Background: an optimization exercise with open tools, aiming at small area and a short achievable clock period. Do not read the settings as production practice.
Only simulation tests tie the RTL to the original design; equivalence was not proved.
The flow treats the clock pin as an ideal source, which a real chip does not have.
Power and IR drop assume default switching activity.

==> flow/design.v <==
module mem_responder_top (
    input  logic       clk,
    input  logic       rst,
    input  logic       req,
    input  logic       we,
    input  logic [7:0] addr,
    input  logic [7:0] wdata,
    output logic [7:0] rdata,
    output logic       ack,
    output logic       err,
    output logic       busy
);
    mem_responder #(.DW(8), .AW(8), .DEPTH(200), .WAIT(2)) u_resp (
        .clk(clk), .rst(rst), .req(req), .we(we), .addr(addr), .wdata(wdata),
        .rdata(rdata), .ack(ack), .err(err), .busy(busy));
endmodule

module mem_responder #(
    parameter int DW    = 8,
    parameter int AW    = 8,
    parameter int DEPTH = 256,
    parameter int WAIT  = 2
) (
    input  logic          clk,
    input  logic          rst,
    input  logic          req,
    input  logic          we,
    input  logic [AW-1:0] addr,
    input  logic [DW-1:0] wdata,
    output logic [DW-1:0] rdata,
    output logic          ack,
    output logic          err,
    output logic          busy
);
    localparam int NR = 66;      
    localparam int NG = 5;       
    logic       busy_q, ack_q, err_q;
    logic [1:0] st_q;            
    logic          wr_q, inr_q;
    logic [2:0]    tp_q;         
    logic          w1_q;         
    logic [15:0]   lo_q;
    logic [NG-1:0] gr_q;
    logic [2:0]    xr_q;
    logic [DW-1:0] wdata_q;
    logic [DW-1:0] rdata_q;
    logic [2:0] ph_q;            
    logic       ph2_q;
    logic       wp1_q, pre_q;
    logic [DW-1:0] x2 [2];       
    logic [DW-1:0] t1;           
    logic [DW-1:0] grpb [4];     
    logic [DW-1:0] grpx_q;       
    logic          a_hi, a_inr;
    logic [1:0]    a_word;
    logic [2:0]    a_tp;
    logic [15:0]   a_lo;
    logic [NG-1:0] a_gr;
    logic [2:0]    a_xr;
    assign a_hi  = (addr[7:6] == 2'b11);
    assign a_inr = !a_hi || (addr[5:3] == 3'd0);
    always_comb begin
        for (int i = 0; i < 16; i++) a_lo[i] = (addr[3:0] == 4'(i));
        for (int g = 0; g < 4; g++) a_gr[g] = !a_hi && (addr[5:4] == 2'(g));
        a_gr[4] = a_hi && (addr[5:3] == 3'd0);
        a_xr[0] = (addr[2:0] == 3'd0) || (addr[2:0] == 3'd1) || (addr[2:0] == 3'd2);
        a_xr[1] = (addr[2:0] == 3'd3) || (addr[2:0] == 3'd4) || (addr[2:0] == 3'd5);
        a_xr[2] = (addr[2:0] == 3'd6) || (addr[2:0] == 3'd7);
        if (!a_hi) a_word = addr[7:6];
        else case (addr[2:0])
            3'd0, 3'd3, 3'd6: a_word = 2'd0;
            3'd1, 3'd4, 3'd7: a_word = 2'd1;
            default:          a_word = 2'd2;
        endcase
        case (a_word)
            2'd0:    a_tp = 3'b100;
            2'd1:    a_tp = 3'b010;
            default: a_tp = 3'b001;
        endcase
    end
    logic          stage2, accessing, commit, win, preset;
    logic          at_tap_q, at_next_q;    
    logic          is2_q;                  
    logic [2:0]    xr_sel;
    logic [NR:64]  rsel;
    logic [DW-1:0] rd;
    assign rsel[64] = gr_q[4] && xr_q[0];
    assign rsel[65] = gr_q[4] && xr_q[1];
    assign rsel[66] = gr_q[4] && xr_q[2];
    assign stage2    = busy_q && !ack_q && (st_q == 2'd2);
    assign accessing = busy_q && !ack_q && (st_q == 2'd3);
    assign commit    = accessing && !rst && wr_q;
    assign win       = ((stage2 || accessing) && !rst) || wp1_q;
    assign preset    = wr_q && at_tap_q && win;
    assign xr_sel = busy_q ? xr_q : a_xr;
    logic [DW-1:0] grp_x;
    always_comb begin
        grp_x = '0;
        for (int i = 0; i < 2; i++)
            if (xr_sel[i]) grp_x = grp_x | x2[i];
        if (xr_sel[2]) grp_x = grp_x | t1;
    end
    always_comb begin
        rd = '0;
        for (int g = 0; g < NG; g++)
            if (gr_q[g]) rd = rd | (g < 4 ? grpb[g % 4] : grpx_q);
    end
    logic restore;
    logic [DW-1:0] setd_x;
    assign restore = accessing && rst;
    assign setd_x  = restore ? grpx_q : wdata_q;
    logic [2:0] ph_d, tp_d;
    logic       ph2_d, w1_d, is2_d;
    assign ph_d  = {ph_q[1], ph_q[0], !(ph_q[1] || ph_q[0])};
    assign ph2_d = !ph2_q;
    assign tp_d  = busy_q ? tp_q : a_tp;
    assign w1_d  = busy_q ? w1_q : a_word[0];
    assign is2_d = busy_q ? is2_q : (a_gr[4] && a_xr[2]);
    always_ff @(posedge clk) begin
        at_tap_q  <= is2_d ? (w1_d ^ ph2_d) : |(tp_d & ph_d);
        at_next_q <= is2_d ? !(w1_d ^ ph2_d) : |({tp_d[1:0], tp_d[2]} & ph_d);
        ph_q  <= ph_d;
        ph2_q <= !ph2_q;
        wp1_q <= commit;
        pre_q <= preset;
        grpx_q <= grp_x;
    end
    always_ff @(posedge clk) begin
        if (rst) begin
            busy_q <= 1'b0;
            ack_q  <= 1'b0;
            err_q  <= 1'b0;
            st_q   <= 2'd0;
        end else if (!busy_q) begin
            if (req) begin
                busy_q <= 1'b1;
                st_q   <= 2'd1;
            end
        end else if (!ack_q) begin
            if (st_q == 2'd3) begin
                ack_q <= 1'b1;
                err_q <= !inr_q;
                st_q  <= 2'd0;
            end else begin
                st_q <= st_q + 2'd1;
            end
        end else if (!req) begin
            busy_q <= 1'b0;
            ack_q  <= 1'b0;
            err_q  <= 1'b0;
        end
    end
    always_ff @(posedge clk) begin
        if (!busy_q) begin
            wr_q    <= we && a_inr;
            inr_q   <= a_inr;
            tp_q    <= a_tp;
            w1_q    <= a_word[0];
            is2_q   <= a_gr[4] && a_xr[2];
            lo_q    <= a_lo;
            gr_q    <= a_gr;
            xr_q    <= a_xr;
            wdata_q <= wdata;
        end
    end
    always_ff @(posedge clk) begin
        if (!ack_q && at_next_q) rdata_q <= rd;
    end
    for (genvar g = 0; g < 4; g++) begin : g_bank
        mem_responder_bank #(.DW(DW)) u_bank (
            .clk(clk), .idle(!busy_q), .a_lo(a_lo), .lo_q(lo_q),
            .pre(preset && gr_q[g]), .set(pre_q && gr_q[g]), .restore(restore),
            .wdata_q(wdata_q), .grp_q(grpb[g]));
    end
    for (genvar i = 0; i < 2; i++) begin : g_xring
        mem_responder_ring3 #(.DW(DW)) u_ring (
            .clk(clk), .pre(preset && rsel[64 + i]), .set(pre_q && rsel[64 + i]),
            .nd(~setd_x), .tap(x2[i]));
    end
    mem_responder_ring2 #(.DW(DW)) u_ring2 (
        .clk(clk), .pre(preset && rsel[NR]), .set(pre_q && rsel[NR]), .nd(~setd_x), .tap(t1));
    assign rdata = rdata_q;
    assign ack   = ack_q;
    assign err   = err_q;
    assign busy  = busy_q;
endmodule
module mem_responder_bank #(
    parameter int DW = 8
) (
    input  logic          clk,
    input  logic          idle,
    input  logic [15:0]   a_lo,
    input  logic [15:0]   lo_q,
    input  logic          pre,
    input  logic          set,
    input  logic          restore,
    input  logic [DW-1:0] wdata_q,
    output logic [DW-1:0] grp_q
);
    logic [DW-1:0] tap [16];
    logic [DW-1:0] setd, grp_d;
    logic [15:0]   lo_sel;
    assign setd   = restore ? grp_q : wdata_q;
    assign lo_sel = idle ? a_lo : lo_q;
    for (genvar i = 0; i < 16; i++) begin : g_ring
        mem_responder_ring3 #(.DW(DW)) u_ring (
            .clk(clk), .pre(pre && lo_q[i]), .set(set && lo_q[i]), .nd(~setd), .tap(tap[i]));
    end
    always_comb begin
        grp_d = '0;
        for (int i = 0; i < 16; i++)
            if (lo_sel[i]) grp_d = grp_d | tap[i];
    end
    always_ff @(posedge clk) grp_q <= grp_d;
endmodule
module mem_responder_ring3 #(
    parameter int DW = 8
) (
    input  logic          clk,
    input  logic          pre,
    input  logic          set,
    input  logic [DW-1:0] nd,
    output logic [DW-1:0] tap
);
    logic [DW-1:0] q0, q1, q2;
    always_ff @(posedge clk) begin
        q0 <= ~(q2 | {DW{pre}});
        q1 <= ~(q0 | ({DW{set}} & nd));
        q2 <= q1;
    end
    assign tap = q2;
endmodule
module mem_responder_ring2 #(
    parameter int DW = 8
) (
    input  logic          clk,
    input  logic          pre,
    input  logic          set,
    input  logic [DW-1:0] nd,
    output logic [DW-1:0] tap
);
    logic [DW-1:0] q0, q1;
    always_ff @(posedge clk) begin
        q0 <= ~(q1 | {DW{pre}});
        q1 <= ~(q0 | ({DW{set}} & nd));
    end
    assign tap = q1;
endmodule
==> flow/flow/run.sh <==
#!/bin/bash
# Standard ORFS layout (the standard.sh), with the port buffers made of buf_4 cells
# instead of whatever buffer_ports picks by default (it has been picking delay cells), and
# an extra setup repair pass at the end of clock tree synthesis (flow/post_cts.tcl).
set -euo pipefail
bash standard.sh finish 'BUFFER_PORTS_ARGS=-buffer_cell sky130_fd_sc_hd__buf_4' \
    "POST_CTS_TCL=$PWD/flow/post_cts.tcl" > make_finish.log 2>&1
==> flow/flow/post_cts.tcl <==
# Extra setup repair after clock tree synthesis, with a tighter target than the standard
# repair, over more endpoints; then legalize again.
puts "post_cts: extra setup repair"
estimate_parasitics -placement
repair_timing -setup -setup_margin 2.4 -repair_tns 30 -verbose
detailed_placement
check_placement -verbose
==> flow/standard.sh <==
#!/bin/bash
# synth_recipe.tcl (not shown) runs the flow's synth.tcl, then flattens the netlist and writes it again
# the make line also repeats each setting of config.mk as NAME=value (left out here)
make -C /OpenROAD-flow-scripts/flow DESIGN_CONFIG=/design/flow/config.mk WORK_HOME=/design/flow/orfs CLKGATE_MAP_FILE= SYNTH_SCRIPT=/design/flow/synth_recipe.tcl "${@:-finish}"
==> flow/config.mk <==
export PLATFORM = sky130hd
export DESIGN_NAME = mem_responder_top
export DESIGN_NICKNAME = mem_responder_top
export VERILOG_FILES = /design/flow/design.v
export SDC_FILE = /design/flow/constraint.sdc
export NUM_CORES = 4
export LEC_CHECK = 0
export ABC_CLOCK_PERIOD_IN_PS = 2200
export CAP_MARGIN = 20
export CORE_MARGIN = 2
export CORE_UTILIZATION = 70
export CTS_BUF_LIST = sky130_fd_sc_hd__clkbuf_16
export CTS_CLUSTER_DIAMETER = 60
export CTS_CLUSTER_SIZE = 24
export SETUP_SLACK_MARGIN = 2.3
export SLEW_MARGIN = 20
export SYNTH_HIERARCHICAL = 1
export TNS_END_PERCENT = 10
==> flow/constraint.sdc <==
create_clock -name core_clock -period 4.5 [get_ports {clk}]
set_input_delay 0.9000 -clock core_clock [delete_from_list [all_inputs] [get_ports {clk}]]
set_output_delay 0.9000 -clock core_clock [all_outputs]
set_load 0.01 [all_outputs]
==> notes.md <==
[kinds of logic (layout without fill, tap and decap cells)]
group,Yosys count,in the layout,share of synthesized area
AO/OA/AOI/OAI,846,846,0.1212
XOR/XNOR,5,5,0.0009401
adder cells (fa/ha/maj),2,2,0.0005370
buffers and inverters,183,253,0.03894
flip-flops,1699,1699,0.7384
multiplexers,104,104,0.02664
other,0,1,0
AND/OR/NAND/NOR,777,777,0.07339
[area by class of cell]
class	count	area (um^2)
timing repair inverter	2	20.02
antenna	1	2.502
clock buffer	83	2077
tap	864	1081
clock inverter	25	201.4
fill	4029	14580
multi-input combinational	1734	11840
sequential	1699	34410
timing repair buffer	129	1567
inverter	14	82.58
[metrics by stage]
step / cells / worst slack, ns / total power [W]
after global routing: 4551 / 2.204 / 0.02509
after floorplan: 3616 / 2.099 / 0.01609
after detailed placement: 4366 / 1.086 / 0.01653
final: 4551 / 2.234 / 0.02450
after global placement: 4366 / 1.168 / 0.01653
[path summary, 6_finish.rpt]
kind,startpoint,to,slack (ns)
setup / recovery,u_resp.rdata_q[0]$_DFFE_PP_,rdata[0],2.23
hold / removal,u_resp.g_bank[1].u_bank.g_ring[11].u_ring.q1[7]$_DFF_P_,u_resp.g_bank[1].u_bank.g_ring[11].u_ring.q2[7]$_DFF_P_,0.32
setup reg to reg,u_resp.lo_q[2]$_DFFE_PN_,u_resp.g_bank[2].u_bank.grp_q[5]$_DFF_P_,2.29
hold reg to reg,u_resp.g_bank[1].u_bank.g_ring[11].u_ring.q1[7]$_DFF_P_,u_resp.g_bank[1].u_bank.g_ring[11].u_ring.q2[7]$_DFF_P_,0.32
[synthesized netlist by cell type (16+ instances only)]
cell type	instances	area [um^2]
nand4_1	32	200.2
mux2_2	32	360.4
and2_1	137	857.1
a21oi_1	476	2382
a21oi_2	67	586.8
clkbuf_1	20	75.07
a221oi_1	124	1086
dfxtp_1	1660	33230
nor2_1	554	2079
a22o_1	128	1121
buf_6	140	1577
mux2i_1	40	400.4
nand2_1	19	71.32
mux2_4	32	480.5
a222oi_1	16	160.2
edfxtp_1	39	1171
[state kept, by name, summed over array words and instances, names as in the netlist, 2 cells and up]
register and cells:
u_resp.g_bank.u_bank.g_ring.u_ring.q0 512, u_resp.tp_q 3, u_resp.st_q 2, u_resp.g_bank.u_bank.g_ring.u_ring.q2 512, u_resp.rdata_q 8, u_resp.lo_q 16, u_resp.ph_q 2, u_resp.g_bank.u_bank.grp_q 32
u_resp.u_ring2.q1 8, u_resp.grpx_q 8, u_resp.xr_q 3, u_resp.g_xring.u_ring.q1 16, u_resp.gr_q 5, u_resp.g_xring.u_ring.q2 16, u_resp.wdata_q 8, u_resp.g_xring.u_ring.q0 16
u_resp.g_bank.u_bank.g_ring.u_ring.q1 512, u_resp.u_ring2.q0 8
[power by group through the flow]
| stage | Combinational [W] | Sequential (W) | Clock (W) |
|---|---|---|---|
| 5_1_grt | 0.00132 | 0.0152 | 0.00853 |
| 6_report | 0.00128 | 0.0152 | 0.00798 |
| 3_3_place_gp | 0.000948 | 0.0156 | 0 |
| 2_1_floorplan | 0.000580 | 0.0155 | 0 |
| 3_5_place_dp | 0.000955 | 0.0156 | 0 |
[routing by layer]
metal | GRT usage | up-vias | share of wire
met5 | 0 | - | 0.00054
met4 | 0.1383 | 10 | 0.042
met3 | 0.07784 | 272 | 0.087
met2 | 0.5208 | 1238 | 0.45
met1 | 0.4644 | 13820 | 0.42
li1 | - | 12460 | -
==> reports/metrics.cfg <==
[run_status]
status = no timing/DRC/antenna violations

[sta]
timing.final.crit_share = 0.5035
setup_viol = 0
period_needed_ns = 2.266
max_freq_mhz = 441.3
hold_viol_final = 0
holdWs_ns = 0.3199
worst_slew_pin_slew_ns = 0.9338
rsz0062_at_grt = yes
skew_ns = 0.02698
slew_violations = 0
slew_headroom = 0.3775
fin_setup_tns_ns = 0

[worst_setup_path]
critical_path.max_stage_delay_ns = 0.52
crit_slowest_cell = edfxtp_1
end_kind = primary output
worst-path-buf-inv = 1
path_cells = buf_6
reg2reg_depth = 4
cp.required_ns = 3.60
path_depth = 1
startpoint_type = flop
arrival_ns = 1.37
critPathKind = reg2out
cp_top_family = flip-flops
crit_fanout = 1

[floorplanning]
die_area_mm2 = 0.06864
die_x_um = 262.0
fp-row-count = 94
boundaryPins = 31
die_h_um = 262.0
core_area_mm2 = 0.06586
start_util = 0.7074

[cells_and_area]
fin_area_mm2 = 0.05128
final_common_cell = dfxtp_1
drive_above_1_share = 0.1582
finalNetCount = 3684
final_cell_mix = 1658 x dfxtp_1, 547 x nor2_1, 476 x a21oi_1
postLayoutCoreUtil = 0.7786
area_growth_pct = 10.07

[pwr]
power_density_mw_per_mm2 = 477.7
power.internal_w = 0.01909
p_leak_nw = 22.56
ir_worst_vdd_mv = 0.4311
clkPwrFrac = 0.326
power.share.combinational = 0.052
pwr-share-seq = 0.622
switching_share = 0.2207
p_sw_w = 0.005407

[clock_network]
cts_tree = done
cts.clk_slew.worst_paths_ns = 0.10
clk_latency_ns = 0.68
cts.sinks = 1699

[detailed_routing]
drtAntennaViolNets = 0
vias_per_cell = 6.108
vias = 27800
totalWireLength_um = 116300
wl_per_cell_um = 25.55
drc = 0
drt_iter0_drc = 2439
drtPass1Iterations = 7

[grt]
track_usage = 0.3377
antenna_found_initial = 6
grt_max_degree = 26
grt_first_pass_wirelength_um = 173100
grt_pass1_vias = 27990
grt.overflow.total = 0

[synthesis]
synth-edff-count = 39
synth_cells = 3616
synth_ff_type = dfxtp_1
syn_nets = 3638
yosysSeqAreaShare = 0.7384
netlist_area_mm2 = 0.04659
syn_area_per_cell_um2 = 12.89
synth_cell_type_count = 49
yosys_warnings = 13
synth-seq-cells = 1699
synthArstFlopShare = 0

[placement]
portBuffers = 30
routabilityCongestion = 0.8640
postPlaceCellArea_mm2 = 0.04678
hpwlAfterDp_um = 72250

[hold_path]
hold_depth = 0
hold_path_class = reg2reg

[run]
drv_cap = 0

==> separate check: timing with driven ports <==
The results above use ideal ports. As a check the final layout listed here was re-extracted and re-timed, cells and wires unchanged.
Step 1: set_driving_cell puts a clkbuf_16 on clk and a buf_2 on each other input, an assumption about the parent block.
Step 2 moves the port delays by t, midway between the first and last clock arrival at a register: inputs arrive t later, outputs are due t later. That takes back most of the time a late clock gives input paths.
a / b / c = ideal / step 1 / step 2; a / b = the first two.
t, ns: 0.734
setup slack, ns: 2.234 / 2.163 / 1.476
worst setup path at the end: input to register
worst register clock-pin slew, ns: 0.10 / 0.10
pins driven straight from the clock port: 1
After both steps this run still meets setup and hold. For this run, drivers alone change the setup slack by -0.071 ns; drivers and shift together by -0.758 ns.
